Background: an optimization exercise with open tools, aiming at small area, a short achievable clock period and few clock cycles per item. Do not read the settings as production practice.
At most, simulation tests tie the RTL to the original design; equivalence was not proved.

== run 1 ==
## booth_radix2_multiplier_core
module booth_radix2_multiplier_core #(
   parameter int MAX_WIDTH = 16
) (
   input  logic                      clock,
   input  logic                      reset,
   input  logic                          req_valid,
   output logic                          req_ready,
   input  logic [brm_pkg::IN_W-1:0]      req_multiplicand_bits,
   input  logic [brm_pkg::IN_W-1:0]      req_multiplier_bits,
   output logic                          rsp_valid,
   input  logic                          rsp_ready,
   output logic [brm_pkg::PRODUCT_W-1:0] rsp_product_bits,
   output logic                          rsp_negative,
   output logic [brm_pkg::MAG_W-1:0]     rsp_magnitude,
   input  logic                      csr_write_enable,
   input  logic [brm_pkg::CFG_W-1:0] csr_write_data
);
   logic [15:0] wm, wtop;
   logic [31:0] pmask;
   logic [3:0] nm1_ff;
   always_ff @(posedge clock) begin
      if (reset) begin
         nm1_ff <= 4'd15;
      end else if (csr_write_enable) begin
         nm1_ff <= (csr_write_data < 5'd2) ? 4'd1 : (csr_write_data > 5'd16) ? 4'd15 : 4'(csr_write_data - 5'd1);
      end
   end
   always_comb begin
  ...
export LEC_CHECK = 0
export ABC_CLOCK_PERIOD_IN_PS = 3800
export CAP_MARGIN = 20
export CORE_MARGIN = 2
export CORE_UTILIZATION = 40
export PLACE_DENSITY = 0.6
export SETUP_SLACK_MARGIN = 3.4
export SLEW_MARGIN = 20
create_clock -name core_clock -period 7.2 [get_ports {clock}]
standard.sh (not shown) runs the stock make flow with config.mk's settings and CLKGATE_MAP_FILE= SYNTH_SCRIPT=/design/flow/synth_recipe.tcl, a recipe that flattens the netlist after the stock synthesis.
==> flow/flow/run.sh <==
#!/bin/bash
# Layout flow: the standard ORFS flow, with the port buffers made from
# sky130_fd_sc_hd__buf_2 instead of the delay cell buffer_ports picks by default.
set -euo pipefail
sed 's|"\${@:-finish}"|BUFFER_PORTS_ARGS="-buffer_cell sky130_fd_sc_hd__buf_2" "${@:-finish}"|' standard.sh > flow_standard_mod.sh
bash flow_standard_mod.sh > flow_make.log 2>&1
Run 1 | stages: all done | timing, DRC, antenna: all pass
Input-level comparison between run 2 and run 1:
Settings: changing ABC_CLOCK_PERIOD_IN_PS from 3800 to 3100; changing SETUP_SLACK_MARGIN from 3.4 to 4.1.
Results
Every stage of the flow completed for run 2, and the final layout passed the timing, DRC and antenna checks.
NOTE: maximum frequency in run 2 exceeds that of run 1
Re worst-case hold slack: run 1 was lower than run 2.
The lower number of buffers and inverters on the critical path came out of run 1.
Summary of the comparison: layout buffering overhead excluding clock cells is higher in run 2, relative to run 1.
Run 1 and run 2 ended up with roughly the same placed instance count.
Compared to run 1, run 2 has routed wire length 9.4% higher.
Edits applied to the flow inputs when going from run 2 to run 3:
Settings: changing ABC_CLOCK_PERIOD_IN_PS from 3100 to 3300; changing SETUP_SLACK_MARGIN from 4.1 to 3.9.
[summary]
- Comparing run 2 with run 3, the global-route usage came out essentially unchanged.
- Clock tree cell share of total cell area: run 2 vs run 3 — no meaningful difference
- Looking only at synthesis-to-finish area growth, and setting everything else aside, the lower value of run 3 and run 2 goes to run 3.
Function was not checked in any run of this note: the RTL went through the layout flow alone.

* * *

booth_radix2_multiplier_core, a different RTL version from the one above (not shown whole).
Size: ~170 flip-flops, about 110 I/O pins.
export LEC_CHECK = 0
export ABC_CLOCK_PERIOD_IN_PS = 3000
export CAP_MARGIN = 20
export CORE_MARGIN = 2
export CORE_UTILIZATION = 40
export CTS_BUF_LIST = sky130_fd_sc_hd__clkbuf_8
export PLACE_DENSITY = 0.6
export SETUP_SLACK_MARGIN = 4.2
export SLEW_MARGIN = 20
export TNS_END_PERCENT = 30
create_clock -name core_clock -period 7.2 [get_ports {clock}]
==> flow/flow/run.sh <==
#!/bin/bash
# Layout flow: the standard ORFS flow (standard.sh) with two changes:
#  1. synthesis: the same script, except that Yosys's "synth -run fine:" step
#     gets -noabc, so the quick ABC pass there does not re-encode the adder
#     trees before extract_fa (it leaves fewer inverters around the fa/ha
#     cells); flops, hierarchy flattening and renaming are as in synth_recipe.tcl.
#  2. port buffers are sky130_fd_sc_hd__buf_2 instead of the delay cell that
#     buffer_ports picks by default.
# Each tool's output goes to the ORFS logs under orfs/logs; make's own output
# goes to flow_make.log here.
set -euo pipefail
here=$(pwd)
sed 's|^proc synth {args} { yosys synth -nofsm -noshare {\*}\$args }|proc synth {args} { if {[lsearch -exact $args fine:] >= 0} { lappend args -noabc }; yosys synth -nofsm -noshare {*}$args }|' synth_recipe.tcl > flow_synth.tcl
grep -q -- '-noabc' flow_synth.tcl
sed -e "s|SYNTH_SCRIPT=[^ ]*|SYNTH_SCRIPT=$here/flow_synth.tcl|" \
    -e 's|"\${@:-finish}"|BUFFER_PORTS_ARGS="-buffer_cell sky130_fd_sc_hd__buf_2" "${@:-finish}"|' standard.sh > flow_standard_mod.sh
grep -q flow_synth.tcl flow_standard_mod.sh
bash flow_standard_mod.sh > flow_make.log 2>&1
The baseline finished with timing, DRC and antenna clean.
Testbench counts at the start, summed over its fixed seeds: cycles 8,024, items 8,000.
Then changed:
- ABC_CLOCK_PERIOD_IN_PS: 3000 -> 3200
- SETUP_SLACK_MARGIN: 4.2 -> 4.0
- TNS_END_PERCENT: 30 -> 10
Result:
- synthesized cell count is unchanged
- flip-flop and latch count stays the same
- fmax shrinks slightly
- critical path depth does not change
- global-route usage is higher by 0.16 points
- design area drops by a few percent
- clock-buffer cell count is unchanged
Then changed:
- ABC_CLOCK_PERIOD_IN_PS: 3200 -> 3100
- CTS_CLUSTER_DIAMETER: default -> 60
- CTS_CLUSTER_SIZE: default -> 30
- SETUP_SLACK_MARGIN: 4.0 -> 4.1
- TNS_END_PERCENT: 10 -> 30
Hold slack got worse by 0.0082 ns.
Area after synthesis stays the same.
Then changed:
- ABC_CLOCK_PERIOD_IN_PS: 3100 -> 2900
- CTS_CLUSTER_DIAMETER: 60 -> default
- CTS_CLUSTER_SIZE: 30 -> default
- SETUP_SLACK_MARGIN: 4.1 -> 4.3
After rerunning: Non-clock buffer count rises by 34; sequential cell count is unchanged; design area rises by 3.5%; die area is unchanged; first-iteration DRC count falls by 27%.

[afterwards: timing with drivers on the ports]
Ports are ideal in the flow. The routed layouts listed here were re-timed in OpenROAD.
Step 1 (the two cells are an assumption about what drives the block):
set clk [get_ports {clock}]
set_driving_cell -lib_cell sky130_fd_sc_hd__clkbuf_16 $clk
set_driving_cell -lib_cell sky130_fd_sc_hd__buf_2 [delete_from_list [all_inputs] $clk]
Step 2 adds t to the input delays and takes it off the output delays; t is the mean of the earliest and latest rising clock arrival at the registers after step 1. Input paths then give back, and output paths get back, about the clock's delay inside the block.
Slacks: no drivers / after step 1 / after step 2; pairs: no drivers / after step 1.
| run | shift t [ns] | setup WS [ns] | worst setup path after step 2 |
|---|---|---|---|
| run 1 | 0.496 | 3.455 / 3.455 / 3.419 | input to register |
| run 2 | 0.491 | 3.789 / 3.789 / 3.613 | input to register |
| run 3 | 0.492 | 3.792 / 3.792 / 3.422 | input to register |
| the first run of note 2 | 0.524 | 4.031 / 3.990 / 3.824 | input to register |
| the second run of note 2 | 0.530 | 3.972 / 3.805 / 3.567 | input to register |
| the third run of note 2 | 0.548 | 4.096 / 3.958 / 3.644 | input to register |
| the fourth run of note 2 | 0.539 | 4.015 / 4.012 / 3.745 | input to register |
After both steps every run listed still meets setup and hold. The setup slack of the third run of note 2, which loses most, moves by -0.138 ns with the drivers and by -0.452 ns with both steps.
